Source: an optimization exercise on an open RTL-to-GDS flow (aim: a short achievable clock period and few clock cycles). Production flows keep margins and buffers that such runs may drop.
Only simulation tests tie the RTL to the original design; equivalence was not proved.
No activity file was given, so power comes from the tool's default toggle rates.

==> design/flow/design.v <==
module alu (
	input  logic [32-1:0] a,
	input  logic [32-1:0] b,
	input  logic [9:0]       op,      
	input  logic [2:0]       funct3,
	output logic [32-1:0] sum,
	output logic [32-1:0] result,
	output logic             branch_taken
);
	logic [32:0]   diff;
	logic             eq;
	logic             lt;
	logic             ltu;
	logic [4:0]       shamt;
	logic [32-1:0] sll_r;
	logic [32-1:0] srl_r;
	assign sum = a + b;
	assign diff = {1'b0, a} - {1'b0, b};
	assign eq = (a == b);
	assign ltu = diff[32];
	assign lt = (a[32-1] ^ b[32-1]) ? a[32-1] : diff[32-1];
	assign shamt = b[4:0];
	assign sll_r = a << shamt;
	assign srl_r = $unsigned($signed({op[4] & a[32-1], a}) >>> shamt);
	always_comb begin
		result = '0;
		if (op[0]) result = result | sum;
		if (op[1]) result = result | diff[32-1:0];
		if (op[2]) result = result | sll_r;
		if (op[3] | op[4]) result = result | srl_r;
		if (op[5]) result = result | (a & b);
		if (op[6]) result = result | (a | b);
		if (op[7]) result = result | (a ^ b);
		if (op[8]) result = result | 32'(lt);
		if (op[9]) result = result | 32'(ltu);
	end
	always_comb begin
		case (funct3)
			3'b000:  branch_taken = eq;
			3'b001:  branch_taken = !eq;
			3'b100:  branch_taken = lt;
			3'b101:  branch_taken = !lt;
			3'b110:  branch_taken = ltu;
			3'b111:  branch_taken = !ltu;
			default: branch_taken = 1'b0;
		endcase
	end
endmodule
module reg_file (
	input  logic             clk_in,
	input  logic [4:0]       rs1_addr,
	input  logic [4:0]       rs2_addr,
	input  logic             we,
	input  logic [4:0]       wr_addr,
	input  logic [32-1:0] wr_data,
	output logic [32-1:0] rs1_data,
	output logic [32-1:0] rs2_data
);
	logic [32-1:0] regs [1:32-1];
	always_ff @(posedge clk_in) begin
		if (we && (wr_addr != 5'd0))
			regs[wr_addr] <= wr_data;
	end
	assign rs1_data = (rs1_addr == 5'd0) ? '0 : regs[rs1_addr];
	assign rs2_data = (rs2_addr == 5'd0) ? '0 : regs[rs2_addr];
endmodule
module cpu_top (
	input  logic               clk_in,
	input  logic               rst_in,
	input  logic               rdy_in,
	input  logic [7:0]         mem_din,
	output logic [7:0]         mem_dout,
	output logic [18-1:0] mem_a,
	output logic               mem_wr
);
	localparam logic [6:0] OP_LUI    = 7'b0110111;
	localparam logic [6:0] OP_AUIPC  = 7'b0010111;
	localparam logic [6:0] OP_JAL    = 7'b1101111;
	localparam logic [6:0] OP_JALR   = 7'b1100111;
	localparam logic [6:0] OP_BRANCH = 7'b1100011;
	localparam logic [6:0] OP_LOAD   = 7'b0000011;
	localparam logic [6:0] OP_STORE  = 7'b0100011;
	localparam logic [6:0] OP_IMM    = 7'b0010011;
	localparam logic [6:0] OP_REG    = 7'b0110011;
	typedef enum logic [2:0] {
		st_idle, st_decode, st_execute, st_memory, st_writeback
	} state_e;
	logic               cur_fetch;
	logic               cur_load;
	logic               prv_fetch;
	logic               prv_load;
	logic [18-1:0] fa;          
	logic [32-1:0]   fpc;         
	logic [63:0]        ib;          
	logic [3:0]         ibn;         
	state_e             state;
	logic [31:0]        ir;
	logic [32-1:0]   pc;
	logic [32-1:0]   pc4;
	logic [32-1:0]   op_a;
	logic [32-1:0]   op_b;
	logic [32-1:0]   sdata;
	logic [32-1:0]   tgt;
	logic [32-1:0]   res;
	logic [9:0]         alu_op;
	logic [2:0]         x_f3;
	logic [4:0]         x_rd;
	logic               x_wr;
	logic               x_ld;
	logic               x_st;
	logic               x_br;
	logic               x_jalr;
	logic               x_link;
	logic [1:0]         m_left;      
	logic [1:0]         m_idx;       
	logic [1:0]         m_last;      
	logic [32-1:0] sum;
	logic [32-1:0] alu_res;
	logic             taken;
	logic [32-1:0] wb_data;
	logic [6:0]         opc;
	logic [2:0]         f3;
	logic               d_lui, d_auipc, d_jal, d_jalr, d_br, d_ld, d_st, d_imm, d_reg;
	logic [32-1:0]   imm_i, imm_s, imm_b, imm_u, imm_j;
	logic [32-1:0]   rs1_data;
	logic [32-1:0]   rs2_data;
	logic [32-1:0]   d_tgt;
	logic [9:0]         d_alu;
	logic               alt;
	assign opc = ir[6:0];
	assign f3 = ir[14:12];
	assign d_lui = (opc == OP_LUI);
	assign d_auipc = (opc == OP_AUIPC);
	assign d_jal = (opc == OP_JAL);
	assign d_jalr = (opc == OP_JALR);
	assign d_br = (opc == OP_BRANCH);
	assign d_ld = (opc == OP_LOAD);
	assign d_st = (opc == OP_STORE);
	assign d_imm = (opc == OP_IMM);
	assign d_reg = (opc == OP_REG);
	assign imm_i = {{20{ir[31]}}, ir[31:20]};
	assign imm_s = {{20{ir[31]}}, ir[31:25], ir[11:7]};
	assign imm_b = {{19{ir[31]}}, ir[31], ir[7], ir[30:25], ir[11:8], 1'b0};
	assign imm_u = {ir[31:12], 12'b0};
	assign imm_j = {{11{ir[31]}}, ir[31], ir[19:12], ir[20], ir[30:21], 1'b0};
	assign d_tgt = pc + (d_jal ? imm_j : imm_b);
	assign alt = ir[30] && (d_reg || (f3 == 3'b101));
	always_comb begin
		d_alu = '0;
		if (d_imm || d_reg) begin
			case (f3)
				3'b000:  d_alu[alt ? 1 : 0] = 1'b1;
				3'b001:  d_alu[2] = 1'b1;
				3'b010:  d_alu[8] = 1'b1;
				3'b011:  d_alu[9] = 1'b1;
				3'b100:  d_alu[7] = 1'b1;
				3'b101:  d_alu[alt ? 4 : 3] = 1'b1;
				3'b110:  d_alu[6] = 1'b1;
				default: d_alu[5] = 1'b1;
			endcase
		end else begin
			d_alu[0] = 1'b1;
		end
	end
	reg_file reg_file_i (
		.clk_in   (clk_in),
		.rs1_addr (ir[19:15]),
		.rs2_addr (ir[24:20]),
		.we       (state == st_writeback && x_wr),
		.wr_addr  (x_rd),
		.wr_data  (wb_data),
		.rs1_data (rs1_data),
		.rs2_data (rs2_data)
	);
	alu alu_i (
		.a            (op_a),
		.b            (op_b),
		.op           (alu_op),
		.funct3       (x_f3),
		.sum          (sum),
		.result       (alu_res),
		.branch_taken (taken)
	);
	always_comb begin
		wb_data = res;
		if (x_ld) begin
			case (x_f3)
				3'b000:  wb_data = {{24{res[7]}}, res[7:0]};
				3'b001:  wb_data = {{16{res[15]}}, res[15:0]};
				default: wb_data = res;
			endcase
		end
	end
	logic               redirect;
	logic [32-1:0]   redirect_pc;
	logic               mem_start;
	logic               mem_more;
	logic               accept;
	logic [3:0]         ibn_in;
	logic               take;
	logic [3:0]         ibn_next;
	logic               room;
	logic [18-1:0] next_fa;
	logic [63:0]        ib_in;
	always_comb begin
		redirect = 1'b0;
		redirect_pc = tgt;
		if (state == st_decode && d_jal) begin
			redirect = 1'b1;
			redirect_pc = d_tgt;
		end else if (state == st_execute && x_br && taken) begin
			redirect = 1'b1;
			redirect_pc = tgt;
		end else if (state == st_execute && x_jalr) begin
			redirect = 1'b1;
			redirect_pc = {sum[32-1:1], 1'b0};
		end
	end
	assign mem_start = (state == st_execute) && (x_ld || x_st);
	assign mem_more = (state == st_memory) && (m_left != 2'd0);
	assign accept = (state == st_idle) || (state == st_writeback);
	always_comb begin
		ib_in = ib;
		if (prv_fetch)
			ib_in[8*ibn[2:0] +: 8] = mem_din;
	end
	assign ibn_in = ibn + {3'b0, prv_fetch};
	assign take = accept && (ibn_in >= 4'd4) && !redirect;
	assign ibn_next = take ? ibn_in - 4'd4 : ibn_in;
	assign room = (ibn_next + {3'b0, cur_fetch}) < 4'd8;
	assign next_fa = cur_fetch ? mem_a + 18'(1) : fa;
	always_ff @(posedge clk_in) begin
		if (rst_in) begin
			mem_a <= 32'h0000_0000;
			mem_wr <= 1'b0;
			cur_fetch <= 1'b1;
			cur_load <= 1'b0;
			prv_fetch <= 1'b0;
			prv_load <= 1'b0;
			fpc <= 32'h0000_0000;
			ibn <= 4'd0;
			state <= st_idle;
		end else if (rdy_in) begin
			prv_fetch <= cur_fetch && !redirect;
			prv_load <= cur_load;
			fa <= next_fa;
			ib <= take ? {32'b0, ib_in[63:32]} : ib_in;
			ibn <= ibn_next;
			if (take) begin
				ir <= ib_in[31:0];
				pc <= fpc;
				fpc <= fpc + 32'(4);
			end
			if (redirect) begin
				ibn <= 4'd0;
				fpc <= redirect_pc;
			end
			if (redirect) begin
				mem_a <= redirect_pc[18-1:0];
				mem_wr <= 1'b0;
				cur_fetch <= 1'b1;
				cur_load <= 1'b0;
			end else if (mem_start) begin
				mem_a <= sum[18-1:0];
				mem_wr <= x_st;
				mem_dout <= sdata[7:0];
				sdata <= sdata >> 8;
				cur_fetch <= 1'b0;
				cur_load <= x_ld;
			end else if (mem_more) begin
				mem_a <= mem_a + 18'(1);
				mem_dout <= sdata[7:0];
				sdata <= sdata >> 8;
				cur_fetch <= 1'b0;
			end else if (room) begin
				mem_a <= next_fa;
				mem_wr <= 1'b0;
				cur_fetch <= 1'b1;
				cur_load <= 1'b0;
			end else begin
				mem_wr <= 1'b0;
				cur_fetch <= 1'b0;
				cur_load <= 1'b0;
			end
			if (prv_load) begin
				res[8*m_idx +: 8] <= mem_din;
				m_idx <= m_idx + 2'd1;
			end
			case (state)
				st_idle, st_writeback: begin
					state <= take ? st_decode : st_idle;
				end
				st_decode: begin
					op_a <= d_lui ? '0 : d_auipc ? pc : rs1_data;
					op_b <= (d_reg || d_br) ? rs2_data :
						(d_lui || d_auipc) ? imm_u :
						d_st ? imm_s : imm_i;
					sdata <= rs2_data;
					tgt <= d_tgt;
					pc4 <= pc + 32'(4);
					alu_op <= d_alu;
					x_f3 <= f3;
					x_rd <= ir[11:7];
					x_wr <= d_lui || d_auipc || d_jal || d_jalr || d_ld || d_imm || d_reg;
					x_ld <= d_ld;
					x_st <= d_st;
					x_br <= d_br;
					x_jalr <= d_jalr;
					x_link <= d_jal || d_jalr;
					state <= st_execute;
				end
				st_execute: begin
					res <= x_link ? pc4 : x_ld ? '0 : alu_res;
					m_idx <= 2'd0;
					m_left <= (x_f3[1:0] == 2'b00) ? 2'd0 : (x_f3[1:0] == 2'b01) ? 2'd1 : 2'd3;
					m_last <= (x_f3[1:0] == 2'b00) ? 2'd0 : (x_f3[1:0] == 2'b01) ? 2'd1 : 2'd3;
					if (x_ld || x_st)
						state <= st_memory;
					else if (x_wr)
						state <= st_writeback;
					else
						state <= st_idle;
				end
				st_memory: begin
					if (m_left != 2'd0)
						m_left <= m_left - 2'd1;
					if (x_st) begin
						if (m_left == 2'd0)
							state <= st_idle;
					end else if (prv_load && m_idx == m_last) begin
						state <= st_writeback;
					end
				end
				default: state <= st_idle;
			endcase
		end
	end
endmodule
==> design/flow/run.sh <==
#!/bin/bash
# synth_recipe.tcl (not shown) runs the flow's synth.tcl, then flattens the netlist and writes it again
# the make line also repeats each setting of config.mk as NAME=value (left out here)
make -C /OpenROAD-flow-scripts/flow DESIGN_CONFIG=/design/flow/config.mk WORK_HOME=/design/flow/orfs CLKGATE_MAP_FILE= SYNTH_SCRIPT=/design/flow/synth_recipe.tcl finish
==> design/flow/config.mk <==
export PLATFORM = sky130hd
export DESIGN_NAME = cpu_top
export DESIGN_NICKNAME = cpu_top
export VERILOG_FILES = /design/flow/design.v
export SDC_FILE = /design/flow/constraint.sdc
export NUM_CORES = 4
export LEC_CHECK = 0
export CAP_MARGIN = 20
export CORE_MARGIN = 2
export CORE_UTILIZATION = 40
export SLEW_MARGIN = 20
==> design/flow/constraint.sdc <==
create_clock -name core_clock -period 8.5 [get_ports {clk_in}]
set_input_delay 1.7000 -clock core_clock [delete_from_list [all_inputs] [get_ports {clk_in}]]
set_output_delay 1.7000 -clock core_clock [all_outputs]
set_load 0.01 [all_outputs]
==> results of run 1 <==
-- worst min path at each step --
stage,from,end,slack [ns],depth (start not counted)
after floorplan,sdata[0]$_DFFE_PP_,mem_dout[0]$_DFFE_PP_,0.40,0
after global placement,sdata[5]$_DFFE_PP_,mem_dout[5]$_DFFE_PP_,0.41,0
after detailed placement,sdata[6]$_DFFE_PP_,mem_dout[6]$_DFFE_PP_,0.41,0
after CTS,sdata[6]$_DFFE_PP_,mem_dout[6]$_DFFE_PP_,0.42,0
after global routing,sdata[6]$_DFFE_PP_,mem_dout[6]$_DFFE_PP_,0.44,0
final,sdata[6]$_DFFE_PP_,mem_dout[6]$_DFFE_PP_,0.42,0
-- cell usage in the layout, fill, tap and decap left out, types with 33 or more instances in the layout --
master / n
sky130_fd_sc_hd__a211oi_1: 65
sky130_fd_sc_hd__a21o_1: 37
sky130_fd_sc_hd__a21oi_1: 298
sky130_fd_sc_hd__a221oi_1: 65
sky130_fd_sc_hd__buf_4: 110
sky130_fd_sc_hd__clkbuf_1: 36
sky130_fd_sc_hd__clkbuf_16: 163
sky130_fd_sc_hd__clkdlybuf4s50_1: 36
sky130_fd_sc_hd__dfxtp_1: 62
sky130_fd_sc_hd__edfxtp_1: 1367
sky130_fd_sc_hd__ha_1: 149
sky130_fd_sc_hd__inv_1: 137
sky130_fd_sc_hd__mux2i_1: 181
sky130_fd_sc_hd__mux4_2: 621
sky130_fd_sc_hd__nand2_1: 414
sky130_fd_sc_hd__nand3_1: 65
sky130_fd_sc_hd__nor2_1: 422
sky130_fd_sc_hd__nor2_4: 36
sky130_fd_sc_hd__nor3_1: 85
sky130_fd_sc_hd__o211ai_1: 33
sky130_fd_sc_hd__o21ai_0: 232
sky130_fd_sc_hd__xnor2_1: 85
sky130_fd_sc_hd__xor2_1: 40
-- power groups by stage --
stage / registers (mW) / logic [mW] / clock network (mW)
floorplan: 7.89 / 0.257 / 0
CTS: 7.76 / 0.420 / 6.81
global placement: 7.90 / 0.416 / 0
finish: 7.76 / 0.428 / 6.74
detailed placement: 7.91 / 0.417 / 0
global route: 7.76 / 0.456 / 7.08
-- routing by layer --
| metal | routed length, um | global-route usage |
|---|---|---|
| met5 | 61 | 0 |
| met4 | 14900 | 0.136 |
| met3 | 25400 | 0.0562 |
| met2 | 123000 | 0.421 |
| met1 | 106000 | 0.371 |
-- logic make-up (layout without fill, tap and decap cells) --
group	Yosys count	after routing
simple gates	1250	1250
other cells	0	7
buf+inv	533	597
fa+ha+maj	153	153
xor+xnor	125	125
mux	822	822
compound gates	1080	1080
flops	1439	1439
-- area by class of cell --
| type | count | area [um2] |
|---|---|---|
| Antenna cell | 7 | 17.5 |
| Fill cell | 16748 | 105000 |
| Sequential cell | 1439 | 42500 |
| Multi-Input combinational cell | 3430 | 32100 |
| Clock buffer | 201 | 4240 |
| Clock inverter | 90 | 726 |
| Inverter | 142 | 534 |
| Tap cell | 2511 | 3140 |
| Timing Repair Buffer | 164 | 1500 |
-- per-stage QoR --
step / util / setup slack, ns / cell area [um2] / power (mW) / hold WS [ns]
5_1_grt: 0.446 / 0.856 / 84800 / 15.3 / 0.436
6_report: 0.446 / 1.18 / 84800 / 14.9 / 0.418
3_3_place_gp: 0.420 / 1.34 / 79700 / 8.32 / 0.408
4_1_cts: 0.446 / 1.27 / 84700 / 15.0 / 0.418
2_1_floorplan: - / 1.12 / 76400 / 8.15 / 0.400
3_5_place_dp: 0.420 / 1.28 / 79700 / 8.32 / 0.408
-- sequential cells by signal, summed over array words and instances (netlist names), 2 cells and up, named ones only --
signal           flops
pc4                 32
m_left               2
ib                  64
op_b                32
x_f3                 3
pc                  32
fpc                 32
state                3
tgt                 31
res                 32
alu_op              10
x_rd                 5
sdata               32
mem_a               18
mem_dout             8
ir                  32
op_a                32
m_idx                2
m_last               2
fa                  18
ibn                  4
reg_file_i.regs    992
-- cells in the mapped netlist (66+ instances only) --
cell type / n / area share
sky130_fd_sc_hd__ha_1: 149 / 0.024
sky130_fd_sc_hd__xnor2_1: 85 / 0.0097
sky130_fd_sc_hd__nor3_1: 86 / 0.0056
sky130_fd_sc_hd__dfxtp_1: 72 / 0.019
sky130_fd_sc_hd__a211oi_1: 66 / 0.0065
sky130_fd_sc_hd__clkbuf_1: 256 / 0.013
sky130_fd_sc_hd__mux2i_1: 181 / 0.024
sky130_fd_sc_hd__edfxtp_1: 1367 / 0.54
sky130_fd_sc_hd__o21ai_0: 234 / 0.015
sky130_fd_sc_hd__nand2_1: 418 / 0.021
sky130_fd_sc_hd__inv_1: 139 / 0.0068
sky130_fd_sc_hd__buf_1: 97 / 0.0048
sky130_fd_sc_hd__nor2_1: 460 / 0.023
sky130_fd_sc_hd__a21oi_1: 298 / 0.020
sky130_fd_sc_hd__mux4_2: 621 / 0.18
==> notes.md, run 1 <==
Outcome:
- The flow ran to the end and the layout has no timing, DRC or antenna violations.

Synthesis:
- The distinct cell type count after synthesis is 93.
- The mean instance size in the synthesized netlist is 14.1 um2.
- The share of the yosys chip area belonging to registers is 0.556.
- The multiplexer share of the synthesized area is 0.210.
- The synthesized cell area is 76,400 um2.
- For this run, the number of Yosys warnings is 3.
- Synthesis inferred 1,439 register bits.
- The number of synthesized flops with an enable pin is 1,367.
- The fraction of the mapped netlist area in compound gates is 0.0943.
- The post-synthesis xor/xnor area fraction is 0.0143.
- After synthesis, the largest family of logic cells by area is multiplexers.
- The post-synthesis adder-cell area fraction is 0.0255.
- After technology mapping, the gate count stands at 5,402.
- The flip-flop cell with the highest count after synthesis is sky130_fd_sc_hd__edfxtp_1.
- Of the total synthesized cell area, the portion taken by AND, OR, NAND and NOR gates is 0.0727.
- In the synthesized netlist the async set-or-reset flop fraction comes to 0.
- The post-synth net total is 5,566.

Power and ir drop:
- For this design the static power due to leakage is 27.9 nW.
- The internal power of the cells totals 11.6 mW.
- In this run the power density over the cells is 176 nW/um2.
- The share of total power dissipated in combinational logic is 0.029.
- The power share of the sequential group is 0.520.
- The maximum vdd drop is 0.183 mV.
- The clock power share is 0.452.
- The analysis attributes to net switching a power of 3.30 mW.
- Of the total power, the share spent switching nets is 0.221.

Route:
- The post-detailed-routing wire length is 269 mm.
- Before antenna repair, the detailed router went through 6 iterations.
- The number of nets with antenna violations after routing is 0.
- Dividing the detail-routed via count by the number of cells gives 6.50.
- The post-route DRC violation count is 0.
- After detailed routing, the average wire length per cell comes to 33.7 um.
- Detailed routing inserted a total of 51,923 vias.
- The violation count after the first detailed-routing iteration is 7,420.

Clock tree:
- Clock tree synthesis found a total of 1,439 sinks.
- In this run, post-CTS repair resized a total of 0 instances.
- The clock transition time at the flip-flop clock pins of the worst setup and hold paths is 0.06 ns.
- The number of setup buffers added after CTS is 0.
- The cell at the root of the clock tree is sky130_fd_sc_hd__clkbuf_16.
- The clock latency reported for the late side of the worst-skew pair is 0.84 ns.
- The number of CTS-inserted buffers is 159.
- The number of buffers added to fix hold violations after cts is 0.
- The maximum count of clock buffers along a single path is 3.
- The TritonCTS clock tree is yes.
- The clock tree synthesis step divided the H-tree into 4 levels.

Placement:
- The weighted congestion at the end of routability-driven global placement is 1.01.
- The HPWL after detailed placement is 172 mm.
- Once placement completed, the tool counted placed cells totaling 7,680.
- The number of port buffers is 37.

STA:
- The clock period minus final worst setup slack is 7.32 ns.
- Setup total negative slack on the finished layout was measured at 0 ns.
- The highest clock frequency the design can meet is 0.137 GHz.
- The final number of setup-violating endpoints is 0.
- In this run the tightest slew margin relative to its limit is 0.224.
- The share of the clock period used by the worst path after layout is 0.861.
- Setup repair after global routing left no endpoint under its margin.
- The count of final hold-check violations is 0.
- The number of max-slew violations in the final report is 0.
- Across the routed clock network, the largest skew measured is 0.0505 ns.
- The slew at the pin with the worst max-slew slack is 1.15 ns.

Critical path:
- The delay of the slowest cell on the worst path is 0.72 ns.
- The endpoint of the most critical register-to-register path is sdata[30]$_SDFFCE_PN0P_.
- The origin of the critical flop-to-flop path is op_a[10]$_SDFFCE_PN0P_.
- The start point of the critical path is op_a[10]$_SDFFCE_PN0P_.
- The biggest fanout along the worst timing path is 32.
- The critical path goes through inv_1 -> ha_1 -> or3_1 -> nor4_1 -> o21ai_0 -> o21ba_2 -> o311ai_0 -> a31o_2 -> o41a_1 -> a21oi_1 -> nor2_1 -> nor2_1 -> fa_1 -> a32oi_1 -> xor2_1 -> o221ai_4 -> nor2_2 -> nand2_1 -> a211oi_2 -> or2_2.
- The worst setup path is launched from a flop.
- The termination of the worst setup path is sdata[30]$_SDFFCE_PN0P_.
- The master of the slowest instance on the critical path is sky130_fd_sc_hd__o311ai_0.
- The number of cells on the worst reg-to-reg path is 20.
- The buffers plus inverters on the worst setup path is 1.
- Counting buffers and inverters, the worst setup path is 20 cells deep.
- STA puts the critical path data arrival time at 7.77 ns.
- The cell family contributing the most delay on the critical path is compound AO/OA/AOI/OAI gates.
- The kind of critical path is reg2reg.
- The endpoint type of the worst setup path is a flop.
- Counting stages on the worst path, the most repeated cell is sky130_fd_sc_hd__nor2_1.
- For the worst setup path, the data required time is 8.95 ns.
- The worst register-to-register path has a setup slack of 1.18 ns.

Die:
- The number of ports placed on the die boundary is 38.
- The initial utilization of the core area, before any placement, comes to 0.402.
- The width of the die is 441 um.
- From bottom edge to top edge, the die measures 441 um.
- The core box area is 190,000 um2.
- The floorplan has 160 rows.
- The floorplan step defined a die boundary enclosing 194,000 um2.

GRT:
- The initial antenna violation count is 14.
- The pin count of the biggest net entering global routing is 119.
- The wire length of the first global-routing pass is 377 mm.
- The total congestion overflow after global routing is 0.
- The via count of the first global-routing pass is 49,938.
- The global-route total usage across every layer is 0.274.

Run:
- The count of maximum capacitance violations is 0.

Cells and area:
- In the final layout, the share of cells above drive strength 1 is 0.199.
- Compared with the post-synthesis result, the final layout area differs by 11.0%.
- The filler-free cell count of the finished design is 7,984.
- The final net count is 5,500.

Hold path:
- The type of the worst min-delay path is reg2reg.
Testbench counts, summed over its fixed seeds: cycles 152,234.
==> inputs of run 2 (changes only) <==
--- a/design/flow/config.mk
+++ b/design/flow/config.mk
@@ -7,2 +7,3 @@
 export LEC_CHECK = 0
+export ABC_CLOCK_PERIOD_IN_PS = 3000
 export CAP_MARGIN = 20
@@ -10,2 +11,3 @@
 export CORE_UTILIZATION = 40
+export SETUP_SLACK_MARGIN = 5
 export SLEW_MARGIN = 20
==> notes.md, run 2 <==
Synthesis:
- The flip-flop cell with the highest count after synthesis is sky130_fd_sc_hd__edfxtp_1 (unchanged).
- Leading cell types by total area after synthesis: sky130_fd_sc_hd__edfxtp_1 54%, sky130_fd_sc_hd__mux4_2 18%, sky130_fd_sc_hd__ha_1 2.4% (unchanged).
- The area fraction of the dominant cell type after synthesis is 0.537 (unchanged).
- The distinct cell type count after synthesis is 93 (unchanged).
- The number of warnings printed during yosys synthesis is 3 (unchanged).
- Most numerous cell types in the synthesized netlist: 1,367 x sky130_fd_sc_hd__edfxtp_1, 621 x sky130_fd_sc_hd__mux4_2, 460 x sky130_fd_sc_hd__nor2_1 (unchanged).
- The leading cell type by number of instances after synthesis is sky130_fd_sc_hd__edfxtp_1 (unchanged).
- The synthesized cell area is 76,400 um2 (unchanged).
- The post-synth net total is 5,566 (unchanged).
- The share of flip-flops with an asynchronous set or reset is 0 (unchanged).
- The mean instance size in the synthesized netlist was 14.1 um2 (unchanged).
- The post-synthesis instance total is 5,402 (unchanged).
- The share of the yosys chip area belonging to registers came to 0.556 (unchanged).
- The number of synthesized flops with an enable pin is 1,367 (unchanged).
- The number of flip-flops and latches in the synthesized netlist is 1,439 (unchanged).
- The cell taking the most area after synthesis is sky130_fd_sc_hd__edfxtp_1 (unchanged).

GRT:
- The via count of the first global-routing pass is 50,584 (was 49,938).
- The global-route total usage across every layer is 0.281 (was 0.274).
- The pin count of the biggest net entering global routing is 113 (was 119).
- The wire length of the first global-routing pass is 388 mm (was 377 mm).
- The initial antenna violation count is 12 (was 14).
- The total congestion overflow after global routing is 0 (unchanged).

Clock tree:
- The maximum count of clock buffers along a single path was 3 (unchanged).
- The number of CTS-inserted buffers came to 160 (was 159).
- The clock latency reported for the late side of the worst-skew pair is 0.84 ns (about the same).
- The number of sinks handled by clock tree synthesis is 1,439 (unchanged).
- The cell at the root of the clock tree is sky130_fd_sc_hd__clkbuf_16 (unchanged).
- The H-tree level count is 4 (unchanged).
- The number of buffers added to fix hold violations after cts is 0 (unchanged).
- The clock transition time at the flip-flop clock pins of the worst setup and hold paths is 0.06 ns (about the same).
- The TritonCTS clock tree is yes (unchanged).

Placement:
- The weighted congestion at the end of routability-driven global placement is 0.996 (was 1.01).
- The number of port buffers is 37 (unchanged).
- The HPWL after detailed placement is 173 mm (was 172 mm).
- The worst slack at placement is 1.81 ns (was 1.28 ns).

Cells and area:
- The flip-flop count of the largest register, all copies and words added is 992 (unchanged).
- The largest register by flop count is reg_file_i.regs (unchanged).
- Most frequent cells in the layout: 1,367 x sky130_fd_sc_hd__edfxtp_1, 621 x sky130_fd_sc_hd__mux4_2, 416 x sky130_fd_sc_hd__nor2_1 (was 1,367 x sky130_fd_sc_hd__edfxtp_1, 621 x sky130_fd_sc_hd__mux4_2, 422 x sky130_fd_sc_hd__nor2_1).
- The area added between synthesis and finish is 16.0% (was 11.0%).
- The most frequent standard cell in the layout excluding fill and tap cells is sky130_fd_sc_hd__edfxtp_1 (unchanged).
- The fraction of layout instances using a drive strength above 1 is 0.266 (was 0.199).
- The final net count is 5,673 (was 5,500).

Die:
- The number of ports placed on the die boundary is 38 (unchanged).
- The vertical extent of the die is 441 um (unchanged).
- The width of the die was 441 um (unchanged).
- The number of placement rows is 160 (unchanged).
- The core box area is 190,000 um2 (unchanged).
- The area of the die was 194,000 um2 (unchanged).
- The starting density of the core is 0.402 (unchanged).

Critical path:
- The kind of critical path is reg2reg (unchanged).
- The type of element launching the critical path is a flop (unchanged).
- The required time of the critical path is 9.18 ns (was 8.95 ns).
- Critical-path cell list: clkinvlp_4 -> ha_4 -> o21bai_1 -> a21o_1 -> a2111oi_4 -> o21ba_4 -> o311ai_4 -> a31o_2 -> o41a_1 -> a21oi_2 -> nor2_1 -> nor2_1 -> fa_2 -> a32oi_2 -> xor2_2 -> o221ai_4 -> or2_4 -> buf_12 -> o31ai_4 -> buf_4 -> buf_6 -> a31o_2 -> a21oi_1 (was inv_1 -> ha_1 -> or3_1 -> nor4_1 -> o21ai_0 -> o21ba_2 -> o311ai_0 -> a31o_2 -> o41a_1 -> a21oi_1 -> nor2_1 -> nor2_1 -> fa_1 -> a32oi_1 -> xor2_1 -> o221ai_4 -> nor2_2 -> nand2_1 -> a211oi_2 -> or2_2).
- The arrival time of data at the critical path endpoint came to 5.83 ns (was 7.77 ns).
- The master of the slowest instance on the critical path is sky130_fd_sc_hd__a2111oi_4 (was sky130_fd_sc_hd__o311ai_0).
- The worst setup slack for register-to-register paths is 3.34 ns (was 1.18 ns).
- The delay of the slowest cell on the worst path is 0.49 ns (was 0.72 ns).
- The endpoint type of the worst setup path is a flop (unchanged).
- The biggest fanout along the worst timing path was 11 (was 32).

STA:
- The final number of setup-violating endpoints is 0 (unchanged).
- The number of max-slew violations in the final report came to 0 (unchanged).
- The worst max-slew margin expressed relative to the limit was 0.182 (was 0.224).
- The count of final hold-check violations is 0 (unchanged).
- The clock period minus final worst setup slack is 5.16 ns (was 7.32 ns).
- The worst setup skew after layout was 0.0580 ns (was 0.0505 ns).
- The share of the clock period used by the worst path after layout came to 0.607 (was 0.861).
- The slew at the pin with the worst max-slew slack is 1.21 ns (was 1.15 ns).
- RSZ-0062 raised after global routing: yes (was no).
- The final total negative setup slack is 0 ns (unchanged).
- The highest clock frequency the design can meet is 0.194 GHz (was 0.137 GHz).
- The final worst slack is 3.34 ns (was 1.18 ns).

Power and ir drop:
- The leakage power is 29.4 nW (was 27.9 nW).
- The total power density per cell area is 170 nW/um2 (was 176 nW/um2).
- The maximum vdd drop is 0.189 mV (was 0.183 mV).

Route:
- The violation count after the first detailed-routing iteration is 7,746 (was 7,420).
- The number of search-and-repair iterations in the first detailed-routing pass is 8 (was 6).
- The routed wirelength normalized by instance count was 34.1 um (was 33.7 um).
- The post-route DRC violation count is 0 (unchanged).
- The number of nets with antenna violations after routing is 0 (unchanged).
- The post-detailed-routing wire length is 278 mm (was 269 mm).
- The count of vias placed by the detailed router is 53,334 (was 51,923).
- The routed via count divided by cell count came to 6.54 (was 6.50).

Run:
- The count of maximum capacitance violations was 0 (unchanged).

Hold path:
- The type of the worst min-delay path is reg2reg (unchanged).

Outcome:
- Outcome: finished clean (unchanged).
run 2: worst max-delay path: cells and delay by family (launching register included):
kind | cells | cell delay [ns]
DFF | 1 | 0.39
xor gates and xnor gates | 1 | 0.23
buffers and inverters | 4 | 0.68
adders and majority gates | 2 | 0.58
AOI/OAI and AO/OA | 13 | 2.59
and+or+nand+nor | 3 | 0.50
run 2: layer usage:
layer / vias to the layer above / track usage / wire length, um
li1: 21895 / - / -
met1: 27731 / 0.389 / 110000
met2: 3176 / 0.429 / 127000
met3: 522 / 0.0551 / 26900
met4: 10 / 0.126 / 14500
met5: - / 0 / 69
run 2: path summary, 6_finish.rpt:
kind	startpoint	end	cells after the start
setup / recovery	op_b[1]$_DFFE_PP_	fpc[22]$_SDFFE_PP0P_	23
hold / removal	sdata[6]$_DFFE_PP_	mem_dout[6]$_DFFE_PP_	0
setup reg to reg	op_b[1]$_DFFE_PP_	fpc[22]$_SDFFE_PP0P_	23
hold reg to reg	sdata[6]$_DFFE_PP_	mem_dout[6]$_DFFE_PP_	0
run 2: what timing repair did:
action / 4_1_cts / 5_1_grt
setup endpoints to repair: 841 / 345
buffers inserted: 95 / 58
cloned: 14 / 5
pin swaps: 54 / 76
gates resized for setup: 233 / 112
run 2: kinds of logic (layout without fill, tap and decap cells):
kind of cell	after synthesis	in the layout	share of synthesized area
AOI/OAI and AO/OA	1080	1082	0.0943
and+or+nand+nor	1250	1255	0.0727
DFF	1439	1439	0.556
adders and majority gates	153	153	0.0255
muxes	822	822	0.210
other	0	5	0
xor gates and xnor gates	125	125	0.0143
buffers and inverters	533	766	0.0271
run 2: power breakdown:
group	switching [mW]	total [mW]	internal, mW	leakage (nW)
sequential	0.0357	7.75	7.72	13.0
clock	3.02	6.87	3.85	2.49
combinational	0.313	0.472	0.159	14.0
total	3.37	15.1	11.7	29.4
run 2: metrics by stage:
stage	hold WS (ns)	total power, mW	std cells	instance area [um2]	util
3_5_place_dp	0.408	8.33	7680	80200	0.422
4_1_cts	0.423	15.1	8084	87300	0.460
3_3_place_gp	0.412	8.33	7679	80100	0.422
5_1_grt	0.429	15.5	8154	88600	0.466
6_report	0.423	15.1	8158	88600	0.466
2_1_floorplan	0.400	8.16	5402	77100	-
run 2: cell type report:
type | count | area, um2
multi-input cells | 3437 | 33700
flip-flops and latches | 1439 | 42600
clock buffers | 198 | 4240
clock inverters | 97 | 880
inverters | 142 | 538
fillers | 16404 | 101000
well taps | 2511 | 3140
repair buffers | 329 | 3490
diodes | 5 | 12.5
==> inputs of run 3 (changes only) <==
--- a/design/flow/design.v
+++ b/design/flow/design.v
@@ -91,6 +91,13 @@
 	logic               prv_load;
-	logic [18-1:0] fa;          
+	logic [18-1:0] prv_a;       
+	localparam int CW = 4;           
+	localparam int TW = 18 - 2 - CW;
 	logic [32-1:0]   fpc;         
-	logic [63:0]        ib;          
-	logic [3:0]         ibn;         
+	logic [18-1:2] ipc;         
+	logic [1:0]         icnt;        
+	logic [1:0]         ahead;       
+	logic [23:0]        asm_b;       
+	logic [(1<<CW)-1:0] c_valid;
+	logic [TW-1:0]      c_tag  [1<<CW];
+	logic [31:0]        c_data [1<<CW];
 	state_e             state;
@@ -198,8 +205,11 @@
 	logic               accept;
-	logic [3:0]         ibn_in;
+	logic               hit_f;
+	logic               hit_i;
+	logic               fill;
+	logic               arrive_f;
 	logic               take;
-	logic [3:0]         ibn_next;
-	logic               room;
-	logic [18-1:0] next_fa;
-	logic [63:0]        ib_in;
+	logic               skip;
+	logic               issue;
+	logic               ipc_step;
+	logic [31:0]        f_word;
 	always_comb begin
@@ -221,12 +231,23 @@
 	assign accept = (state == st_idle) || (state == st_writeback);
-	always_comb begin
-		ib_in = ib;
-		if (prv_fetch)
-			ib_in[8*ibn[2:0] +: 8] = mem_din;
+	assign hit_f = c_valid[fpc[CW+1:2]] && (c_tag[fpc[CW+1:2]] == fpc[18-1:CW+2]);
+	assign hit_i = c_valid[ipc[CW+1:2]] && (c_tag[ipc[CW+1:2]] == ipc[18-1:CW+2]);
+	assign fill = prv_fetch && (prv_a[1:0] == 2'd3);
+	assign arrive_f = fill && (prv_a[18-1:2] == fpc[18-1:2]);
+	assign f_word = hit_f ? c_data[fpc[CW+1:2]] : {mem_din, asm_b};
+	assign take = accept && (hit_f || arrive_f) && !redirect;
+	assign skip = hit_i && (ahead != 2'd2);
+	assign issue = !hit_i && (ahead != 2'd2) && !mem_start && !mem_more;
+	assign ipc_step = skip || (issue && icnt == 2'd3);
+	always_ff @(posedge clk_in) begin
+		if (rst_in)
+			c_valid <= '0;
+		else if (fill)
+			c_valid[prv_a[CW+1:2]] <= 1'b1;
+	end
+	always_ff @(posedge clk_in) begin
+		if (fill) begin
+			c_tag[prv_a[CW+1:2]] <= prv_a[18-1:CW+2];
+			c_data[prv_a[CW+1:2]] <= {mem_din, asm_b};
+		end
 	end
-	assign ibn_in = ibn + {3'b0, prv_fetch};
-	assign take = accept && (ibn_in >= 4'd4) && !redirect;
-	assign ibn_next = take ? ibn_in - 4'd4 : ibn_in;
-	assign room = (ibn_next + {3'b0, cur_fetch}) < 4'd8;
-	assign next_fa = cur_fetch ? mem_a + 18'(1) : fa;
 	always_ff @(posedge clk_in) begin
@@ -240,3 +261,5 @@
 			fpc <= 32'h0000_0000;
-			ibn <= 4'd0;
+			ipc <= '0;
+			icnt <= 2'd1;
+			ahead <= 2'd0;
 			state <= st_idle;
@@ -245,7 +268,12 @@
 			prv_load <= cur_load;
-			fa <= next_fa;
-			ib <= take ? {32'b0, ib_in[63:32]} : ib_in;
-			ibn <= ibn_next;
+			prv_a <= mem_a;
+			if (prv_fetch)
+				case (prv_a[1:0])
+					2'd0: asm_b[7:0] <= mem_din;
+					2'd1: asm_b[15:8] <= mem_din;
+					2'd2: asm_b[23:16] <= mem_din;
+					default: ;
+				endcase
 			if (take) begin
-				ir <= ib_in[31:0];
+				ir <= f_word;
 				pc <= fpc;
@@ -254,24 +282,7 @@
 			if (redirect) begin
-				ibn <= 4'd0;
 				fpc <= redirect_pc;
-			end
-			if (redirect) begin
-				mem_a <= redirect_pc[18-1:0];
-				mem_wr <= 1'b0;
-				cur_fetch <= 1'b1;
-				cur_load <= 1'b0;
-			end else if (mem_start) begin
-				mem_a <= sum[18-1:0];
-				mem_wr <= x_st;
-				mem_dout <= sdata[7:0];
-				sdata <= sdata >> 8;
-				cur_fetch <= 1'b0;
-				cur_load <= x_ld;
-			end else if (mem_more) begin
-				mem_a <= mem_a + 18'(1);
-				mem_dout <= sdata[7:0];
-				sdata <= sdata >> 8;
-				cur_fetch <= 1'b0;
-			end else if (room) begin
-				mem_a <= next_fa;
+				ipc <= redirect_pc[18-1:2];
+				ahead <= 2'd0;
+				icnt <= 2'd1;
+				mem_a <= {redirect_pc[18-1:2], 2'b00};
 				mem_wr <= 1'b0;
@@ -280,5 +291,31 @@
 			end else begin
-				mem_wr <= 1'b0;
-				cur_fetch <= 1'b0;
-				cur_load <= 1'b0;
+				ahead <= ahead + {1'b0, ipc_step} - {1'b0, take};
+				if (ipc_step)
+					ipc <= ipc + 1'b1;
+				if (skip)
+					icnt <= 2'd0;
+				else if (issue)
+					icnt <= icnt + 2'd1;
+				if (mem_start) begin
+					mem_a <= sum[18-1:0];
+					mem_wr <= x_st;
+					mem_dout <= sdata[7:0];
+					sdata <= sdata >> 8;
+					cur_fetch <= 1'b0;
+					cur_load <= x_ld;
+				end else if (mem_more) begin
+					mem_a <= mem_a + 18'(1);
+					mem_dout <= sdata[7:0];
+					sdata <= sdata >> 8;
+					cur_fetch <= 1'b0;
+				end else if (issue) begin
+					mem_a <= {ipc, icnt};
+					mem_wr <= 1'b0;
+					cur_fetch <= 1'b1;
+					cur_load <= 1'b0;
+				end else begin
+					mem_wr <= 1'b0;
+					cur_fetch <= 1'b0;
+					cur_load <= 1'b0;
+				end
 			end
==> notes.md, run 3 <==
Synthesis:
- The synthesized cell area was 104,000 um2 (was 76,400 um2).
- The share of flip-flops with an asynchronous set or reset was 0 (unchanged).
- Leading cell types by total area after synthesis: sky130_fd_sc_hd__edfxtp_1 58%, sky130_fd_sc_hd__mux4_2 19%, sky130_fd_sc_hd__mux2i_1 2.2% (was sky130_fd_sc_hd__edfxtp_1 54%, sky130_fd_sc_hd__mux4_2 18%, sky130_fd_sc_hd__ha_1 2.4%).
- The distinct cell type count after synthesis is 84 (was 93).
- The post-synth net total was 6,702 (was 5,566).
- The share of the yosys chip area belonging to registers is 0.605 (was 0.556).
- Most numerous cell types in the synthesized netlist: 2,031 x sky130_fd_sc_hd__edfxtp_1, 894 x sky130_fd_sc_hd__mux4_2, 434 x sky130_fd_sc_hd__nand2_1 (was 1,367 x sky130_fd_sc_hd__edfxtp_1, 621 x sky130_fd_sc_hd__mux4_2, 460 x sky130_fd_sc_hd__nor2_1).
- The post-synthesis instance total came to 6,541 (was 5,402).
- The flip-flop cell with the highest count after synthesis is sky130_fd_sc_hd__edfxtp_1 (unchanged).
- The cell taking the most area after synthesis is sky130_fd_sc_hd__edfxtp_1 (unchanged).
- The area fraction of the dominant cell type after synthesis is 0.584 (was 0.537).
- The leading cell type by number of instances after synthesis is sky130_fd_sc_hd__edfxtp_1 (unchanged).
- The number of flip-flops and latches in the synthesized netlist is 2,143 (was 1,439).
- The number of synthesized flops with an enable pin is 2,031 (was 1,367).
- The mean instance size in the synthesized netlist is 16.0 um2 (was 14.1 um2).
- The number of warnings printed during yosys synthesis was 3 (unchanged).

STA:
- The final total negative setup slack is 0 ns (unchanged).
- The worst max-slew margin expressed relative to the limit is 0.115 (was 0.182).
- The count of final hold-check violations is 0 (unchanged).
- The clock period minus final worst setup slack is 5.17 ns (was 5.16 ns).
- The slew at the pin with the worst max-slew slack came to 1.31 ns (was 1.21 ns).
- The final number of setup-violating endpoints is 0 (unchanged).
- The worst setup skew after layout is 0.0463 ns (was 0.0580 ns).
- The share of the clock period used by the worst path after layout is 0.609 (was 0.607).
- The highest clock frequency the design can meet is 0.193 GHz (was 0.194 GHz).
- The worst-case hold slack is 0.424 ns (was 0.423 ns).
- The number of max-slew violations in the final report was 0 (unchanged).
- RSZ-0062 raised after global routing: yes (unchanged).

Critical path:
- The buffers plus inverters on the worst setup path is 5 (was 4).
- The master of the slowest instance on the critical path is sky130_fd_sc_hd__a221o_1 (was sky130_fd_sc_hd__a2111oi_4).
- The cell family contributing the most delay on the critical path was compound AO/OA/AOI/OAI gates (unchanged).
- The kind of critical path is reg2reg (unchanged).
- The cell that appears most often on the critical path is sky130_fd_sc_hd__a21oi_2.
- The endpoint type of the worst setup path is a flop (unchanged).
- The biggest fanout along the worst timing path was 21 (was 11).
- Critical-path cell list: buf_8 -> inv_1 -> buf_4 -> ha_2 -> o31a_1 -> o41a_1 -> a311o_1 -> a21oi_2 -> o21ai_2 -> a21oi_2 -> a21oi_2 -> o41ai_2 -> fa_2 -> xor2_2 -> a21oi_2 -> buf_4 -> o21ai_4 -> and3_4 -> buf_4 -> a31oi_4 -> a221o_1 -> a21oi_1 -> a211oi_1 (was clkinvlp_4 -> ha_4 -> o21bai_1 -> a21o_1 -> a2111oi_4 -> o21ba_4 -> o311ai_4 -> a31o_2 -> o41a_1 -> a21oi_2 -> nor2_1 -> nor2_1 -> fa_2 -> a32oi_2 -> xor2_2 -> o221ai_4 -> or2_4 -> buf_12 -> o31ai_4 -> buf_4 -> buf_6 -> a31o_2 -> a21oi_1).
- The delay of the slowest cell on the worst path was 0.44 ns (was 0.49 ns).
- The arrival time of data at the critical path endpoint is 5.90 ns (was 5.83 ns).
- The required time of the critical path is 9.22 ns (was 9.18 ns).
- The type of element launching the critical path is a flop (unchanged).

GRT:
- The initial antenna violation count is 14 (was 12).
- The global-route total usage across every layer was 0.261 (was 0.281).
- The pin count of the biggest net entering global routing was 152 (was 113).
- The wire length of the first global-routing pass came to 495 mm (was 388 mm).
- The via count of the first global-routing pass came to 65,146 (was 50,584).
- The total congestion overflow after global routing was 0 (unchanged).

Clock tree:
- The clock transition time at the flip-flop clock pins of the worst setup and hold paths is 0.07 ns (was 0.06 ns).
- The H-tree level count is 4 (unchanged).
- The TritonCTS clock tree is yes (unchanged).
- The number of sinks handled by clock tree synthesis was 2,143 (was 1,439).
- The maximum count of clock buffers along a single path is 3 (unchanged).
- The clock latency reported for the late side of the worst-skew pair came to 0.89 ns (was 0.84 ns).
- The number of CTS-inserted buffers is 217 (was 160).
- The cell at the root of the clock tree is sky130_fd_sc_hd__clkbuf_16 (unchanged).
- The number of buffers added to fix hold violations after cts is 0 (unchanged).

Cells and area:
- The flip-flop count of the largest register, all copies and words added came to 992 (unchanged).
- The largest register by flop count is reg_file_i.regs (unchanged).
- The final net count is 6,969 (was 5,673).
- The layout filler cell count came to 21,870 (was 16,404).
- The combined flip-flop and latch cell area is 63,300 um2 (was 42,600 um2).
- The filler-free cell count of the finished design was 10,392 (was 8,158).
- The fraction of layout instances using a drive strength above 1 is 0.308 (was 0.266).
- The area added between synthesis and finish is 17.1% (was 16.0%).
- The multi-input gate area in the final layout was 41,700 um2 (was 33,700 um2).
- The post-route standard cell area excluding fillers is 122,000 um2 (was 88,600 um2).
- Most frequent cells in the layout: 2,031 x sky130_fd_sc_hd__edfxtp_1, 894 x sky130_fd_sc_hd__mux4_2, 403 x sky130_fd_sc_hd__nand2_1 (was 1,367 x sky130_fd_sc_hd__edfxtp_1, 621 x sky130_fd_sc_hd__mux4_2, 416 x sky130_fd_sc_hd__nor2_1).
- The most frequent standard cell in the layout excluding fill and tap cells was sky130_fd_sc_hd__edfxtp_1 (unchanged).

Die:
- The number of placement rows came to 187 (was 160).
- The core box area came to 260,000 um2 (was 190,000 um2).
- The area of the die is 265,000 um2 (was 194,000 um2).
- The number of ports placed on the die boundary came to 38 (unchanged).
- The starting density of the core is 0.402 (about the same).
- The vertical extent of the die is 515 um (was 441 um).
- The width of the die is 515 um (was 441 um).

Route:
- The post-detailed-routing wire length was 354 mm (was 278 mm).
- The post-route DRC violation count came to 0 (unchanged).
- The violation count after the first detailed-routing iteration is 9,913 (was 7,746).
- The count of vias placed by the detailed router is 67,080 (was 53,334).
- The number of search-and-repair iterations in the first detailed-routing pass came to 14 (was 8).
- The routed via count divided by cell count came to 6.45 (was 6.54).
- The number of nets with antenna violations after routing is 0 (unchanged).
- The routed wirelength normalized by instance count was 34.0 um (was 34.1 um).

Placement:
- The placed instance count came to 9,688 (was 7,680).
- The weighted congestion at the end of routability-driven global placement is 0.962 (was 0.996).
- The standard cell area after detailed placement came to 110,000 um2 (was 80,200 um2).
- The HPWL after detailed placement is 208 mm (was 173 mm).
- The number of port buffers is 37 (unchanged).

Hold path:
- The type of the worst min-delay path is reg2reg (unchanged).

Outcome:
- Outcome: finished clean (unchanged).

Power and ir drop:
- The leakage power is 39.7 nW (was 29.4 nW).
- The total power density per cell area is 180 nW/um2 (was 170 nW/um2).
- The maximum vdd drop is 0.207 mV (was 0.189 mV).

Run:
- The count of maximum capacitance violations was 0 (unchanged).
[run 3: cell types whose count changed in the layout (fill, tap and decap cells not counted), moves of 42 or more]
cell and change:
sky130_fd_sc_hd__edfxtp_1 +664, sky130_fd_sc_hd__buf_6 +42, sky130_fd_sc_hd__mux4_2 +273, sky130_fd_sc_hd__nor2_1 -47, sky130_fd_sc_hd__clkbuf_16 +59, sky130_fd_sc_hd__buf_4 +63
[run 3: logic make-up (layout without fill, tap and decap cells)]
kind of cell	after synthesis	count (layout)	synth area share
buffers and inverters	589	1020	0.0219
other	0	5	0
DFF	2143	2143	0.605
adders and majority gates	150	150	0.0182
AOI/OAI and AO/OA	1058	1060	0.0669
xor gates and xnor gates	160	160	0.0134
muxes	1172	1172	0.220
and+or+nand+nor	1269	1280	0.0545
[run 3: routing by layer]
metal,vias up,track usage,wire length [um]
met5,-,0,41
met2,3937,0.400,161000
met4,6,0.104,16300
met1,35245,0.366,141000
met3,722,0.0527,34900
li1,27170,-,-
[run 3: worst paths after layout]
| path | to | cells past startpoint | startpoint | slack, ns |
|---|---|---|---|---|
| min reg2reg | mem_dout[5]$_DFFE_PP_ | 0 | sdata[5]$_DFFE_PP_ | 0.42 |
| max | mem_a[16]$_SDFFE_PP0P_ | 23 | op_b[4]$_DFFE_PP_ | 3.33 |
| min | mem_dout[5]$_DFFE_PP_ | 0 | sdata[5]$_DFFE_PP_ | 0.42 |
| max reg2reg | mem_a[16]$_SDFFE_PP0P_ | 23 | op_b[4]$_DFFE_PP_ | 3.33 |
[run 3: per-stage QoR]
step	total power, mW	utilization	setup slack [ns]
detailed placement	12.5	0.422	1.68
CTS	22.0	0.466	3.42
global route	22.5	0.471	3.18
global placement	12.5	0.422	1.83
floorplan	12.2	-	2.68
finish	22.0	0.471	3.33
[run 3: cell type report]
type,instances,share of cell area
Inverter,141,0.00482
Timing Repair inverter,2,0.000143
Clock buffer,265,0.0467
Timing Repair Buffer,481,0.0454
Clock inverter,131,0.0102
Sequential cell,2143,0.517
Antenna cell,5,0.000102
Multi-Input combinational cell,3822,0.340
Tap cell,3402,0.0348
[run 3: power breakdown]
part	internal, mW	switching [mW]	total (mW)	leakage, nW
Sequential	11.5	0.0816	11.6	19.2
Combinational	0.332	0.500	0.833	17.1
Clock	5.36	4.21	9.57	3.41
Total	17.2	4.79	22.0	39.7
[run 3: timing repair]
action / CTS / global route
resized for setup: 427 / 168
pin swaps: 113 / 103
gates cloned: 34 / 10
setup endpoints to repair: 970 / 466
buffers inserted: 202 / 54
Testbench counts of run 3, summed over its fixed seeds: cycles 134,612.
==> inputs of run 4 (changes only) <==
--- a/design/flow/design.v
+++ b/design/flow/design.v
@@ -1 +1,50 @@
+module ks_add #(
+	parameter int W = 32,
+	parameter int L = 5      
+) (
+	input  logic [W-1:0] a,
+	input  logic [W-1:0] b,
+	input  logic         cin,
+	output logic [W-1:0] s,
+	output logic         cout
+);
+	logic [W-1:0] g [L+1];
+	logic [W-1:0] p [L+1];
+	logic [W-1:0] c;
+	always_comb begin
+		g[0] = a & b;
+		p[0] = a ^ b;
+		g[0][0] = (a[0] & b[0]) | ((a[0] ^ b[0]) & cin);
+		for (int l = 0; l < L; l++) begin
+			for (int i = 0; i < W; i++) begin
+				if (i >= (1 << l)) begin
+					g[l+1][i] = g[l][i] | (p[l][i] & g[l][i-(1<<l)]);
+					p[l+1][i] = p[l][i] & p[l][i-(1<<l)];
+				end else begin
+					g[l+1][i] = g[l][i];
+					p[l+1][i] = p[l][i];
+				end
+			end
+		end
+		c = {g[L][W-2:0], cin};
+		s = (a ^ b) ^ c;
+		cout = g[L][W-1];
+	end
+endmodule
+module ks_inc #(
+	parameter int W = 32,
+	parameter int L = 5      
+) (
+	input  logic [W-1:0] a,
+	output logic [W-1:0] s
+);
+	logic [W-1:0] p [L+1];
+	always_comb begin
+		p[0] = a;
+		for (int l = 0; l < L; l++)
+			for (int i = 0; i < W; i++)
+				p[l+1][i] = (i >= (1 << l)) ? (p[l][i] & p[l][i-(1<<l)]) : p[l][i];
+		s = a ^ {p[L][W-2:0], 1'b1};
+	end
+endmodule
 module alu (
@@ -9,3 +58,4 @@
 );
-	logic [32:0]   diff;
+	logic [32-1:0] diff;
+	logic             nborrow;
 	logic             eq;
@@ -16,6 +66,6 @@
 	logic [32-1:0] srl_r;
-	assign sum = a + b;
-	assign diff = {1'b0, a} - {1'b0, b};
+	ks_add #(.W(32)) add_i (.a(a), .b(b), .cin(1'b0), .s(sum), .cout());
+	ks_add #(.W(32)) sub_i (.a(a), .b(~b), .cin(1'b1), .s(diff), .cout(nborrow));
 	assign eq = (a == b);
-	assign ltu = diff[32];
+	assign ltu = !nborrow;
 	assign lt = (a[32-1] ^ b[32-1]) ? a[32-1] : diff[32-1];
@@ -23,3 +73,3 @@
 	assign sll_r = a << shamt;
-	assign srl_r = $unsigned($signed({op[4] & a[32-1], a}) >>> shamt);
+	assign srl_r = 32'($signed({op[4] & a[32-1], a}) >>> shamt);
 	always_comb begin
@@ -27,3 +77,3 @@
 		if (op[0]) result = result | sum;
-		if (op[1]) result = result | diff[32-1:0];
+		if (op[1]) result = result | diff;
 		if (op[2]) result = result | sll_r;
@@ -136,2 +186,6 @@
 	logic               alt;
+	logic [32-1:2]   fpc_inc;
+	logic [32-1:2]   pc_inc;
+	logic [18-1:2] ipc_inc;
+	logic [18-1:0] mem_a_inc;
 	assign opc = ir[6:0];
@@ -152,3 +206,7 @@
 	assign imm_j = {{11{ir[31]}}, ir[31], ir[19:12], ir[20], ir[30:21], 1'b0};
-	assign d_tgt = pc + (d_jal ? imm_j : imm_b);
+	ks_add #(.W(32)) tgt_add_i (.a(pc), .b(d_jal ? imm_j : imm_b), .cin(1'b0), .s(d_tgt), .cout());
+	ks_inc #(.W(32-2)) fpc_inc_i (.a(fpc[32-1:2]), .s(fpc_inc));
+	ks_inc #(.W(32-2)) pc_inc_i (.a(pc[32-1:2]), .s(pc_inc));
+	ks_inc #(.W(18-2)) ipc_inc_i (.a(ipc), .s(ipc_inc));
+	ks_inc #(.W(18)) mem_a_inc_i (.a(mem_a), .s(mem_a_inc));
 	assign alt = ir[30] && (d_reg || (f3 == 3'b101));
@@ -236,3 +294,3 @@
 	assign f_word = hit_f ? c_data[fpc[CW+1:2]] : {mem_din, asm_b};
-	assign take = accept && (hit_f || arrive_f) && !redirect;
+	assign take = accept && (hit_f || arrive_f);
 	assign skip = hit_i && (ahead != 2'd2);
@@ -279,3 +337,3 @@
 				pc <= fpc;
-				fpc <= fpc + 32'(4);
+				fpc <= {fpc_inc, fpc[1:0]};
 			end
@@ -293,3 +351,3 @@
 				if (ipc_step)
-					ipc <= ipc + 1'b1;
+					ipc <= ipc_inc;
 				if (skip)
@@ -306,3 +364,3 @@
 				end else if (mem_more) begin
-					mem_a <= mem_a + 18'(1);
+					mem_a <= mem_a_inc;
 					mem_dout <= sdata[7:0];
@@ -336,3 +394,3 @@
 					tgt <= d_tgt;
-					pc4 <= pc + 32'(4);
+					pc4 <= {pc_inc, pc[1:0]};
 					alu_op <= d_alu;
==> design/flow/flow/run.sh (new file) <==
#!/bin/bash
# The standard layout, with timing repair aimed past the clock period's own slack
# (the constraints stay the design's; only how hard repair_timing works changes)
set -euo pipefail
MARGIN=5.5
bash standard.sh SETUP_SLACK_MARGIN=$MARGIN finish > standard_finish.log 2>&1
==> design/flow/standard.sh (new file) <==
#!/bin/bash
# synth_recipe.tcl (not shown) runs the flow's synth.tcl, then flattens the netlist and writes it again
# the make line also repeats each setting of config.mk as NAME=value (left out here)
make -C /OpenROAD-flow-scripts/flow DESIGN_CONFIG=/design/flow/config.mk WORK_HOME=/design/flow/orfs CLKGATE_MAP_FILE= SYNTH_SCRIPT=/design/flow/synth_recipe.tcl "${@:-finish}"
removed: design/flow/run.sh
==> notes.md, run 4 <==
STA:
- The count of final hold-check violations came to 0 (unchanged).
- The final total negative setup slack was 0 ns (unchanged).
- The share of the clock period used by the worst path after layout was 0.579 (was 0.609).
- The slew at the pin with the worst max-slew slack is 1.38 ns (was 1.31 ns).
- The final number of setup-violating endpoints came to 0 (unchanged).
- The clock period minus final worst setup slack is 4.92 ns (was 5.17 ns).
- The highest clock frequency the design can meet came to 0.203 GHz (was 0.193 GHz).
- RSZ-0062 raised after global routing: yes (unchanged).
- The worst max-slew margin expressed relative to the limit is 0.0797 (was 0.115).
- The worst setup skew after layout is 0.0762 ns (was 0.0463 ns).
- The number of max-slew violations in the final report was 0 (unchanged).

Synthesis:
- The synthesized cell area came to 105,000 um2 (was 104,000 um2).
- The area fraction of the dominant cell type after synthesis is 0.579 (was 0.584).
- The leading cell type by number of instances after synthesis is sky130_fd_sc_hd__edfxtp_1 (unchanged).
- The number of synthesized flops with an enable pin is 2,031 (unchanged).
- The distinct cell type count after synthesis is 103 (was 84).
- The multiplexer share of the synthesized area is 0.218 (was 0.220).
- The flip-flop cell with the highest count after synthesis is sky130_fd_sc_hd__edfxtp_1 (unchanged).
- The mean instance size in the synthesized netlist is 15.8 um2 (was 16.0 um2).
- The post-synth net total is 6,816 (was 6,702).
- The post-synthesis xor/xnor area fraction came to 0.0126 (was 0.0134).
- The share of flip-flops with an asynchronous set or reset is 0 (unchanged).
- Leading cell types by total area after synthesis: sky130_fd_sc_hd__edfxtp_1 58%, sky130_fd_sc_hd__mux4_2 19%, sky130_fd_sc_hd__mux2i_1 2.2% (unchanged).
- The cell taking the most area after synthesis is sky130_fd_sc_hd__edfxtp_1 (unchanged).
- The number of flip-flops and latches in the synthesized netlist is 2,143 (unchanged).
- The fraction of the mapped netlist area in compound gates is 0.0702 (was 0.0669).
- Most numerous cell types in the synthesized netlist: 2,031 x sky130_fd_sc_hd__edfxtp_1, 891 x sky130_fd_sc_hd__mux4_2, 478 x sky130_fd_sc_hd__nor2_1 (was 2,031 x sky130_fd_sc_hd__edfxtp_1, 894 x sky130_fd_sc_hd__mux4_2, 434 x sky130_fd_sc_hd__nand2_1).
- The number of warnings printed during yosys synthesis is 12 (was 3).
- The share of the yosys chip area belonging to registers came to 0.600 (was 0.605).
- The dominant combinational cell family by area after synthesis is multiplexers (unchanged).
- The post-synthesis instance total came to 6,655 (was 6,541).
- The post-synthesis adder-cell area fraction is 0.0181 (was 0.0182).
- The simple-gate area share of the yosys netlist is 0.0581 (was 0.0545).

Clock tree:
- The number of CTS-inserted buffers is 220 (was 217).
- The H-tree level count is 4 (unchanged).
- The cell at the root of the clock tree was sky130_fd_sc_hd__clkbuf_16 (unchanged).
- The clock latency reported for the late side of the worst-skew pair was 0.92 ns (was 0.89 ns).
- The maximum count of clock buffers along a single path is 3 (unchanged).
- The clock transition time at the flip-flop clock pins of the worst setup and hold paths is 0.06 ns (was 0.07 ns).
- The number of buffers added to fix hold violations after cts is 0 (unchanged).
- The number of sinks handled by clock tree synthesis is 2,143 (unchanged).
- The TritonCTS clock tree is yes (unchanged).

Die:
- The starting density of the core is 0.402 (about the same).
- The core box area was 262,000 um2 (was 260,000 um2).
- The area of the die is 268,000 um2 (was 265,000 um2).
- The width of the die is 517 um (was 515 um).
- The number of placement rows is 188 (was 187).
- The number of ports placed on the die boundary is 38 (unchanged).
- The vertical extent of the die is 517 um (was 515 um).

Placement:
- The HPWL after detailed placement was 214 mm (was 208 mm).
- The number of port buffers was 37 (unchanged).
- The standard cell area after detailed placement is 111,000 um2 (was 110,000 um2).
- The weighted congestion at the end of routability-driven global placement is 0.969 (was 0.962).

Critical path:
- The origin of the critical flop-to-flop path is op_b[3]$_DFFE_PP_ (was op_b[4]$_DFFE_PP_).
- The buffers plus inverters on the worst setup path is 4 (was 5).
- The required time of the critical path is 9.35 ns (was 9.22 ns).
- The start point of the critical path is op_b[3]$_DFFE_PP_ (was op_b[4]$_DFFE_PP_).
- The type of element launching the critical path is a flop (unchanged).
- Critical-path cell list: buf_12 -> clkinvlp_4 -> ha_4 -> nand2b_4 -> a21oi_2 -> o211ai_1 -> nand3_1 -> o211ai_1 -> and4_4 -> o31ai_4 -> o31ai_2 -> o21bai_1 -> a221oi_2 -> fa_2 -> nand2b_4 -> o2111a_2 -> nor4_4 -> buf_6 -> buf_8 -> nand3_4 -> or3b_4 -> a21oi_2 (was buf_8 -> inv_1 -> buf_4 -> ha_2 -> o31a_1 -> o41a_1 -> a311o_1 -> a21oi_2 -> o21ai_2 -> a21oi_2 -> a21oi_2 -> o41ai_2 -> fa_2 -> xor2_2 -> a21oi_2 -> buf_4 -> o21ai_4 -> and3_4 -> buf_4 -> a31oi_4 -> a221o_1 -> a21oi_1 -> a211oi_1).
- The delay of the slowest cell on the worst path was 0.42 ns (was 0.44 ns).
- The arrival time of data at the critical path endpoint came to 5.77 ns (was 5.90 ns).
- The cell family contributing the most delay on the critical path is compound AO/OA/AOI/OAI gates (unchanged).
- The master of the slowest instance on the critical path is sky130_fd_sc_hd__or3b_4 (was sky130_fd_sc_hd__a221o_1).
- The biggest fanout along the worst timing path was 5 (was 21).
- The kind of critical path is reg2reg (unchanged).
- The endpoint type of the worst setup path is a flop (unchanged).

Cells and area:
- The largest register by flop count is reg_file_i.regs (unchanged).
- The final net count was 7,327 (was 6,969).
- The layout filler cell count is 21,550 (was 21,870).
- The area added between synthesis and finish is 22.2% (was 17.1%).
- The multi-input gate area in the final layout is 44,300 um2 (was 41,700 um2).
- The post-route standard cell area excluding fillers is 129,000 um2 (was 122,000 um2).
- Most frequent cells in the layout: 2,031 x sky130_fd_sc_hd__edfxtp_1, 891 x sky130_fd_sc_hd__mux4_2, 411 x sky130_fd_sc_hd__buf_4 (was 2,031 x sky130_fd_sc_hd__edfxtp_1, 894 x sky130_fd_sc_hd__mux4_2, 403 x sky130_fd_sc_hd__nand2_1).
- The combined flip-flop and latch cell area is 63,400 um2 (was 63,300 um2).
- The most frequent standard cell in the layout excluding fill and tap cells is sky130_fd_sc_hd__edfxtp_1 (unchanged).
- The flip-flop count of the largest register, all copies and words added was 992 (unchanged).
- The fraction of layout instances using a drive strength above 1 is 0.367 (was 0.308).

Power and ir drop:
- The maximum vdd drop is 0.220 mV (was 0.207 mV).
- The clock power share is 0.438 (was 0.435).
- The total power density per cell area is 172 nW/um2 (was 180 nW/um2).
- The fraction of power spent switching nets is 0.222 (was 0.218).
- The net switching power came to 4.92 mW (was 4.79 mW).
- The relative contribution of combinational cells to total power is 0.041 (was 0.038).
- The power share of the sequential group is 0.521 (was 0.527).
- The total internal power came to 17.3 mW (was 17.2 mW).
- The leakage power came to 42.1 nW (was 39.7 nW).

Route:
- The number of search-and-repair iterations in the first detailed-routing pass is 8 (was 14).
- The post-route DRC violation count came to 0 (unchanged).
- The post-detailed-routing wire length is 381 mm (was 354 mm).
- The routed wirelength normalized by instance count was 35.0 um (was 34.0 um).
- The violation count after the first detailed-routing iteration is 10,657 (was 9,913).
- The routed via count divided by cell count is 6.49 (was 6.45).
- The number of nets with antenna violations after routing is 0 (unchanged).
- The count of vias placed by the detailed router is 70,577 (was 67,080).

Run:
- The count of maximum capacitance violations is 0 (unchanged).

GRT:
- The via count of the first global-routing pass is 67,680 (was 65,146).
- The pin count of the biggest net entering global routing came to 124 (was 152).
- The total congestion overflow after global routing is 0 (unchanged).
- The wire length of the first global-routing pass is 524 mm (was 495 mm).
- The global-route total usage across every layer was 0.277 (was 0.261).
- The initial antenna violation count is 27 (was 14).

Outcome:
- Outcome: finished clean (unchanged).

Hold path:
- The type of the worst min-delay path was reg2reg (unchanged).
- The worst hold path startpoint is sdata[5]$_DFFE_PP_ (unchanged).
## run 4: cell types whose count changed after synthesis, sizes merged, moves of 13 or more
cell	change
xor2	-32
o22ai	+14
nor3	+14
o21ai	-31
nand2	-55
o31ai	+18
a31oi	-13
nor2	+48
xnor2	+24
nand4	+16
nand3	+37
## run 4: path summary, 6_finish.rpt
path	end	slack, ns	cells after the start
min reg2reg	mem_dout[5]$_DFFE_PP_	0.40	0
min	mem_dout[5]$_DFFE_PP_	0.40	0
max	ahead[1]$_SDFFE_PP0P_	3.58	22
max reg2reg	ahead[1]$_SDFFE_PP0P_	3.58	22
## run 4: worst reg2reg max path, cell delays in order, from the launching register on
cell	delay, ns
sky130_fd_sc_hd__edfxtp_1	0.39
sky130_fd_sc_hd__buf_12	0.14
sky130_fd_sc_hd__clkinvlp_4	0.13
sky130_fd_sc_hd__ha_4	0.33
sky130_fd_sc_hd__nand2b_4	0.13
sky130_fd_sc_hd__a21oi_2	0.06
sky130_fd_sc_hd__o211ai_1	0.19
sky130_fd_sc_hd__nand3_1	0.17
sky130_fd_sc_hd__o211ai_1	0.39
sky130_fd_sc_hd__and4_4	0.33
sky130_fd_sc_hd__o31ai_4	0.07
sky130_fd_sc_hd__o31ai_2	0.25
sky130_fd_sc_hd__o21bai_1	0.11
sky130_fd_sc_hd__a221oi_2	0.30
sky130_fd_sc_hd__fa_2	0.32
sky130_fd_sc_hd__nand2b_4	0.08
sky130_fd_sc_hd__o2111a_2	0.22
sky130_fd_sc_hd__nor4_4	0.27
sky130_fd_sc_hd__buf_6	0.18
sky130_fd_sc_hd__buf_8	0.16
sky130_fd_sc_hd__nand3_4	0.13
sky130_fd_sc_hd__or3b_4	0.43
sky130_fd_sc_hd__a21oi_2	0.13
## run 4: cells by family (layout without fill, tap and decap cells)
logic type | after synthesis | in the layout
flip-flops | 2143 | 2143
AND/OR/NAND/NOR | 1335 | 1343
multiplexers | 1178 | 1178
AO/OA/AOI/OAI | 1091 | 1094
buffers and inverters | 606 | 1293
XOR/XNOR | 152 | 152
adder cells (fa/ha/maj) | 150 | 150
other | 0 | 11
## run 4: power by group through the flow
stage	logic (mW)	clock network, mW	registers, mW
after global routing	0.955	10.2	11.6
after floorplan	0.464	0	11.8
after global placement	0.690	0	11.8
final	0.918	9.72	11.6
after detailed placement	0.694	0	11.8
after CTS	0.859	9.82	11.6
## run 4: cell type report
| cell class | instances | area share |
|---|---|---|
| inverters | 146 | 0.00472 |
| diodes | 11 | 0.000214 |
| repair buffers | 737 | 0.0693 |
| clock buffers | 260 | 0.0445 |
| clock inverters | 149 | 0.0112 |
| repair inverters | 1 | 0.0000389 |
| flip-flops and latches | 2143 | 0.492 |
| well taps | 3515 | 0.0341 |
| multi-input cells | 3917 | 0.344 |
## run 4: metal layers
layer	wire, um	vias up	global-route usage
li1	-	28255	-
met4	22400	6	0.138
met3	37500	887	0.0512
met1	146000	37074	0.377
met5	35	-	0
met2	175000	4355	0.429
## run 4: what timing repair did
action,4_1_cts,5_1_grt
pin swaps,202,154
gates resized for setup,927,313
setup endpoints to repair,2337,1422
buffers inserted,279,174
cloned,61,22
## run 4: metrics by stage
stage / std cells / hold WS, ns / utilization / setup slack [ns] / total power, mW
floorplan: 6655 / 0.400 / - / 3.19 / 12.2
global placement: 9919 / 0.404 / 0.421 / 2.17 / 12.5
detailed placement: 9921 / 0.407 / 0.422 / 2.08 / 12.5
CTS: 10670 / 0.392 / 0.478 / 3.74 / 22.2
global route: 10873 / 0.416 / 0.491 / 3.45 / 22.7
finish: 10879 / 0.399 / 0.491 / 3.58 / 22.2
Testbench counts of run 4, summed over its fixed seeds: cycles 134,612.

==> port drivers added, routing unchanged <==
How much do the figures lean on ideal ports? The routed layouts below were timed once more, with nothing changed but the port constraints. Step 1, drivers: a clkbuf_16 drives clk_in and a buf_2 each remaining input, both assumed. Step 2 adds t to the input delays and takes it off the output delays; t is the mean of the earliest and latest rising clock arrival at the registers after step 1. Input paths then give back, and output paths get back, about the clock's delay inside the block. Slacks: ideal / step 1 / step 2; pairs: ideal / step 1.
run | shift t [ns] | slack for setup (ns) | clock arrival spread, ns
run 1 | 0.901 | 1.178 / 1.178 / 1.178 | 0.054 / 0.053
run 2 | 0.901 | 3.344 / 3.344 / 3.344 | 0.061 / 0.060
run 3 | 0.957 | 3.327 / 3.327 / 3.327 | 0.047 / 0.048
run 4 | 0.978 | 3.576 / 3.576 / 3.576 | 0.081 / 0.081
After both steps every run listed still meets setup and hold.
